This is an optimization exercise on Yosys and OpenROAD, whose aim is small area and a short achievable clock period, not a production implementation. Only simulation tests tie the RTL to the original design; equivalence was not proved. Power figures rest on the tool's default switching activity, not on a simulated workload.

==> design/flow/design.v <==
module batch_dispatcher #(
   parameter int MAX_DEPENDENCIES = 256,
   parameter int MAX_BATCH_SIZE   = 8,
   parameter int SLOT_W           = 3,
   parameter int WATCHDOG_CYCLES  = 1024
) (
   input  logic                        clk,
   input  logic                        rst,
   input  logic                        s_axis_tvalid,
   output logic                        s_axis_tready,
   input  logic [63:0]                 s_axis_tdata_owner_programID,
   input  logic [MAX_DEPENDENCIES-1:0] s_axis_tdata_read_dependencies,
   input  logic [MAX_DEPENDENCIES-1:0] s_axis_tdata_write_dependencies,
   input  logic                        batch_end,
   output logic                        d_valid,
   input  logic                        d_ready,
   output logic [63:0]                 d_programID,
   output logic [SLOT_W-1:0]           d_slot,
   input  logic                        done_valid,
   input  logic [SLOT_W-1:0]           done_slot,
   output logic [MAX_DEPENDENCIES-1:0] batch_read_mask,
   output logic [MAX_DEPENDENCIES-1:0] batch_write_mask,
   output logic                        batch_retired,
   output logic                        completion_error,
   output logic                        watchdog_timeout,
   output logic [15:0]                 batches_retired,
   output logic [15:0]                 txns_dispatched
);
   if (MAX_BATCH_SIZE < 2 || MAX_BATCH_SIZE != (1 << SLOT_W) || WATCHDOG_CYCLES < 2)
   begin : g_param_check
      $error("batch_dispatcher: inconsistent parameters");
   end
   localparam int CNT_W = SLOT_W + 1;
   localparam logic [CNT_W-1:0] FULL = CNT_W'(MAX_BATCH_SIZE);
   typedef enum logic [1:0] {
      ST_COLLECT,
      ST_DISPATCH,
      ST_WAIT,
      ST_RETIRE
   } state_t;
   state_t                      state;
   logic [CNT_W-1:0]            count;
   logic [CNT_W-1:0]            dptr;
   logic [MAX_BATCH_SIZE-1:0]   done;
   logic [63:0]                 id_buf [MAX_BATCH_SIZE];
   logic [MAX_DEPENDENCIES-1:0] rd_mask;
   logic [MAX_DEPENDENCIES-1:0] wr_mask;
   logic [15:0]                 batches_q;
   logic [15:0]                 txns_q;
   logic                        error_q;
   logic                      in_collect;
   logic                      in_dispatch;
   logic                      beat_accept;
   logic [CNT_W-1:0]          count_inc;
   logic                      close_batch;
   logic                      dispatch_fire;
   logic                      last_dispatch;
   logic [CNT_W-1:0]          slot_ext;
   logic                      done_legal;
   logic [MAX_BATCH_SIZE-1:0] done_set;
   logic [MAX_BATCH_SIZE-1:0] slot_live;
   logic                      all_done_next;
   assign in_collect    = (state == ST_COLLECT);
   assign in_dispatch   = (state == ST_DISPATCH);
   assign beat_accept   = s_axis_tvalid && s_axis_tready;
   assign count_inc     = count + CNT_W'(1);
   assign close_batch   = in_collect &&
                          ((batch_end && (count != '0 || beat_accept)) ||
                           (beat_accept && count_inc == FULL));
   assign dispatch_fire = in_dispatch && d_ready;
   assign last_dispatch = dispatch_fire && (dptr == count - CNT_W'(1));
   assign slot_ext   = {1'b0, done_slot};
   assign done_legal = done_valid &&
                       (state == ST_DISPATCH || state == ST_WAIT) &&
                       (slot_ext < dptr) && (slot_ext < count) &&
                       !done[done_slot];
   always_comb begin
      done_set  = '0;
      slot_live = '0;
      for (int i = 0; i < MAX_BATCH_SIZE; i++) begin
         done_set[i]  = done_legal && (done_slot == SLOT_W'(i));
         slot_live[i] = (CNT_W'(i) < count);
      end
   end
   assign all_done_next = (((done | done_set) & slot_live) == slot_live);
   localparam int WD_W = $clog2(WATCHDOG_CYCLES + 1);
   logic [WD_W-1:0] wd_cnt;
   logic [WD_W-1:0] wd_cnt_inc;
   logic            wd_timeout_q;
   assign wd_cnt_inc = wd_cnt + WD_W'(1);
   always_ff @(posedge clk or posedge rst) begin
      if (rst) begin
         state     <= ST_COLLECT;
         count     <= '0;
         dptr      <= '0;
         done      <= '0;
         rd_mask   <= '0;
         wr_mask   <= '0;
         batches_q <= '0;
         txns_q    <= '0;
         error_q   <= 1'b0;
         wd_cnt       <= '0;
         wd_timeout_q <= 1'b0;
      end else begin
         if (done_valid && !done_legal) begin
            error_q <= 1'b1;
         end
         case (state)
            ST_COLLECT: begin
               if (beat_accept) begin
                  count   <= count_inc;
                  rd_mask <= rd_mask | s_axis_tdata_read_dependencies;
                  wr_mask <= wr_mask | s_axis_tdata_write_dependencies;
               end
               if (close_batch) begin
                  state <= ST_DISPATCH;
               end
            end
            ST_DISPATCH: begin
               done <= done | done_set;
               if (dispatch_fire) begin
                  dptr   <= dptr + CNT_W'(1);
                  txns_q <= txns_q + 16'd1;
               end
               if (last_dispatch) begin
                  state <= ST_WAIT;
                  wd_cnt <= WD_W'(1);
               end
            end
            ST_WAIT: begin
               done <= done | done_set;
               if (all_done_next) begin
                  state <= ST_RETIRE;
               end
               else if (done_legal) begin
                  wd_cnt <= WD_W'(1);
               end else if (wd_cnt_inc >= WD_W'(WATCHDOG_CYCLES)) begin
                  state        <= ST_RETIRE;
                  wd_timeout_q <= 1'b1;
               end else begin
                  wd_cnt <= wd_cnt_inc;
               end
            end
            ST_RETIRE: begin
               batches_q <= batches_q + 16'd1;
               count     <= '0;
               dptr      <= '0;
               done      <= '0;
               rd_mask   <= '0;
               wr_mask   <= '0;
               state     <= ST_COLLECT;
            end
            default: state <= ST_COLLECT;
         endcase
      end
   end
   always_ff @(posedge clk) begin
      if (beat_accept) begin
         id_buf[count[SLOT_W-1:0]] <= s_axis_tdata_owner_programID;
      end
   end
   assign s_axis_tready    = in_collect && (count < FULL);
   assign d_valid          = in_dispatch;
   assign d_slot           = in_dispatch ? dptr[SLOT_W-1:0] : '0;
   assign d_programID      = in_dispatch ? id_buf[dptr[SLOT_W-1:0]] : 64'd0;
   assign batch_read_mask  = rd_mask;
   assign batch_write_mask = wr_mask;
   assign batch_retired    = (state == ST_RETIRE);
   assign completion_error = error_q;
   assign batches_retired  = batches_q;
   assign txns_dispatched  = txns_q;
   assign watchdog_timeout = wd_timeout_q;
endmodule
==> design/flow/run.sh <==
#!/bin/bash
# synth_recipe.tcl (not shown) runs the flow's synth.tcl, then flattens the netlist and writes it again
# the make line also repeats each setting of config.mk as NAME=value (left out here)
make -C /OpenROAD-flow-scripts/flow DESIGN_CONFIG=/design/flow/config.mk WORK_HOME=/design/flow/orfs CLKGATE_MAP_FILE= SYNTH_SCRIPT=/design/flow/synth_recipe.tcl finish
==> design/flow/config.mk <==
export PLATFORM = sky130hd
export DESIGN_NAME = batch_dispatcher
export DESIGN_NICKNAME = batch_dispatcher
export VERILOG_FILES = /design/flow/design.v
export SDC_FILE = /design/flow/constraint.sdc
export NUM_CORES = 4
export LEC_CHECK = 0
export CAP_MARGIN = 20
export CORE_AREA = 10 10 470 470
export DIE_AREA = 0 0 480 480
export SETUP_SLACK_MARGIN = 1.0
export SLEW_MARGIN = 20
==> design/flow/constraint.sdc <==
create_clock -name core_clock -period 3.6 [get_ports {clk}]
set_input_delay 0.7200 -clock core_clock [delete_from_list [all_inputs] [get_ports {clk}]]
set_output_delay 0.7200 -clock core_clock [all_outputs]
set_load 0.01 [all_outputs]
==> results.toml <==
[clock_network]
clk_pin_slew_ns = 0.07
numCtsBuffers = 116
clock_latency_ns = 0.78
cts_root_buffer = "clkbuf_16"
cts_tree = "yes"
clkSinkCount = 1087
htree_levels = 3
clockBufferDepth = 3
postCtsHoldBufs = 0

[detailed_routing]
top_layer = "met5"
routed_wl_um = 203500
dr_total_vias = 31600
wl_per_cell_um = 27.88
drt-met1-wl_um = 72090
drt_iter0_drc = 2770
vias_per_cell = 4.329
met3_length_um = 17340
ant_nets = 0
drt_pass1_iterations = 5
wl_met2_um = 98910
drc = 0

[sta]
layout_setup_ws_ns = 0.2776
fmax_ghz = 0.3010
tightest_slew_ns = 0.8390
setup_viol = 0
max-slew-margin-rel_pct = 44.06
hold_viol = 0
rsz0062_at_grt = "yes"
period_share_pct = 92.29
fin_crit_ns = 3.322
maxSlewViolCount = 0
skew_ns = 0.06420

[synthesis]
synth_warnings = 1
syn_area_um2 = 40900
synth_cell_types = 72
synth_cells = 2922
syn_area_per_cell_um2 = 14.00
yosysTopAreaCell = "edfxtp_1"
ys_async_sr_fraction_pct = 52.90
synth.top_cell.area_share_pct = 37.59
synth_flop_cell = "dfrtp_1"
synth_area_leaders = "edfxtp_1, dfrtp_1, mux4_2"
synth_edf_count = 512
ys_seq_area_share_pct = 72.76
ys_ff_latch = 1087
synth_nets = 3524

[worst_setup_path]
r2r-start = "dptr[1]"
path_cells = "buf_12 -> buf_12 -> buf_16 -> buf_6 -> mux4_2 -> nand2_2 -> a21boi_2 -> buf_2"
slowest_delay_ns = 0.51
r2r_cells = 11
critPathCapture = "d_programID[33]"
cp_data_required_time_ns = 2.88
arrival_ns = 2.60
reg2reg_to = "wd_cnt[2]"
slowest_stage = "dfrtp_4"
cp-start-kind = "register"
critical_path.startpoint = "dptr[0]"
critPathKind = "register to primary output"
crit_path_end_kind = "primary output"
rrSetupSlack_ns = 0.84
cpMostUsedCell = "buf_12"
critPathMaxFanout = 8

[floorplanning]
core_area_um2 = 210000
die_w_um = 480
start_util_pct = 19.48
dieArea_um2 = 230400
row_count = 168
die_h_um = 480
design.portCount = 1201

[job]
drv_cap = 0

[global_routing]
antenna_found_initial = 183
grt_overflow = 0
grt_pass1_wl_um = 267600
grt_pass1_vias = 30760
grt_max_degree = 123
grt_usage_pct = 16.54

[power_and_ir_drop]
power_leakage_nw = 24.35
p_total_mw = 53.27
ir_worst_vdd_mv = 0.5927
power_density_nw_per_um2 = 834.8

[placed_design]
io_buffers = 1200
gp_congestion = 0.9148
placed_area_um2 = 57690
hpwl_um = 157200
dp_slack_ns = 0.1762

[layout]
nNetsFinal = 4916
fillers = 21040
fin_util_pct = 30.39
multi_input_area_um2 = 10950
drive_gt1_share_pct = 17.55
area_delta_synth_final_pct = 56.01
final_area_um2 = 63820
regArea_um2 = 29780

[run_status]
status = "finished clean"

[hold_path]
hold_path_class = "primary input to async pin"
==> cells in the final DEF, fill, tap and decap left out, types with 6 or more instances in the layout <==
cell,instances
a21boi_1,16
a21boi_2,42
a21oi_1,522
and3_1,7
buf_12,72
buf_16,27
buf_2,30
buf_4,139
buf_6,36
buf_8,7
bufinv_16,8
clkbuf_1,30
clkbuf_16,126
clkbuf_8,20
clkdlybuf4s50_1,1081
clkinv_1,7
clkinv_2,15
clkinvlp_4,8
dfrtp_1,566
dfrtp_2,6
diode_2,83
dlygate4sd2_1,51
edfxtp_1,512
ha_1,11
inv_1,10
mux4_2,129
nand2_1,129
nand2_2,32
nand3_1,23
nand4_1,10
nor2_1,542
nor2_4,6
nor2b_1,6
o21ai_0,14
xnor2_1,23
xor2_1,13
==> synth_stat cells, drive strengths merged, types with 3 or more instances <==
cell type	n
inv	17
and2	6
mux4	129
ha	17
nand2	163
mux2	4
a32o	3
a21boi	65
nor3	9
clkbuf	143
dfrtp	575
xnor2	23
o21ai	18
nand4	10
o21a	3
o31ai	3
o22a	3
a31oi	3
nor2	548
mux2i	3
nor2b	7
xor2	13
a21o	4
and2b	4
a21oi	526
edfxtp	512
nand3	25
buf	34
and3	10
==> routing by layer <==
layer,track usage (%),up-vias
met1,18.07,15980
met3,5.016,532
met5,0,-
met4,10.64,62
li1,-,13430
met2,27.89,1604
==> timing repair <==
item	in CTS	in global routing
buffers inserted	60	27
hold endpoints to repair	0	0
cloned	18	5
pin swaps	54	50
setup endpoints to repair	282	444
resized for setup	560	84
==> sequential cells by signal, indices dropped and copies added, names as in the netlist <==
signal and cells:
txns_q 16, state 2, count 4, error_q 1, done 8, wr_mask 256
batches_q 16, wd_cnt 11, id_buf 512, dptr 4, rd_mask 256, wd_timeout_q 1
==> where the power goes <==
group / leakage, nW / internal [mW] / switching [mW]
Sequential: 11.8 / 16.3 / 2.09
Combinational: 10.7 / 10.9 / 11.7
Clock: 1.91 / 7.14 / 5.17
Total: 24.4 / 34.3 / 19.0
==> metrics by stage <==
stage               TNS (ns)  hold WS [ns]  instances
global route               0        0.3354       7282
floorplan           -2848.28        0.4649       2922
global placement           0        0.4496       6891
CTS                        0        0.2657       7184
finish                     0        0.3391       7299
detailed placement         0        0.4523       6891
==> critical path: cells and delay by family (launching register included) <==
family	cells	cell delay (ns)
flops	1	0.51
mux	1	0.33
buf+inv	5	0.73
compound gates	1	0.18
simple gates	1	0.05
==> cell type report <==
cell class                 count  area share (%)
antenna                       83          0.3255
clock buffer                 171           5.353
clock inverter                44          0.8117
inverter                      17          0.1353
multi-input combinational   1640           17.16
sequential                  1087           46.67
tap                         2805           5.500
timing repair buffer        1452           24.04
==> logic make-up (layout without fill, tap and decap cells) <==
kind of cell    Yosys count  count (layout)  synth area share, %
fa+ha+maj                17              17               0.5200
simple gates            793             793                7.730
xor+xnor                 36              36               0.7708
flops                  1087            1087                72.76
other cells               0              83                    0
mux                     136             136                7.286
buf+inv                 195            1684                1.890
compound gates          658             658                9.039
==> worst min-delay path by stage <==
stage / from / slack [ns] / to / cells after the start
floorplan: wd_cnt[0] / 0.46 / wd_cnt[0] / 1
global placement: error_q / 0.45 / error_q / 1
detailed placement: error_q / 0.45 / error_q / 1
CTS: rst / 0.27 / rd_mask[30] / 2
global route: rst / 0.34 / rd_mask[30] / 2
finish: rst / 0.34 / wr_mask[166] / 2

static timing again, ports no longer ideal:
The flow's constraints put no driver on any port. The routed layout listed below was extracted and timed again, unchanged, in two steps.
Step 1 sets driving cells, clkbuf_16 on the clock port and buf_2 on the other inputs (assumed; they add their load-dependent delay and slew).
Step 2 also shifts input and output timing later by t, the mid clock arrival at the registers, as if the neighbouring blocks saw the same clock.
a / b / c = no drivers / after step 1 / after step 2; a / b = the first two.
t (ns): 0.825
slack for setup (ns): 0.278 / 0.200 / 0.115
slew at the worst register clock pin (ns): 0.07 / 0.07
worst slew at a driven data input, ns: 0.40
After both steps this run still meets setup and hold. The setup slack of this run moves by -0.078 ns with the drivers and by -0.163 ns with both steps.
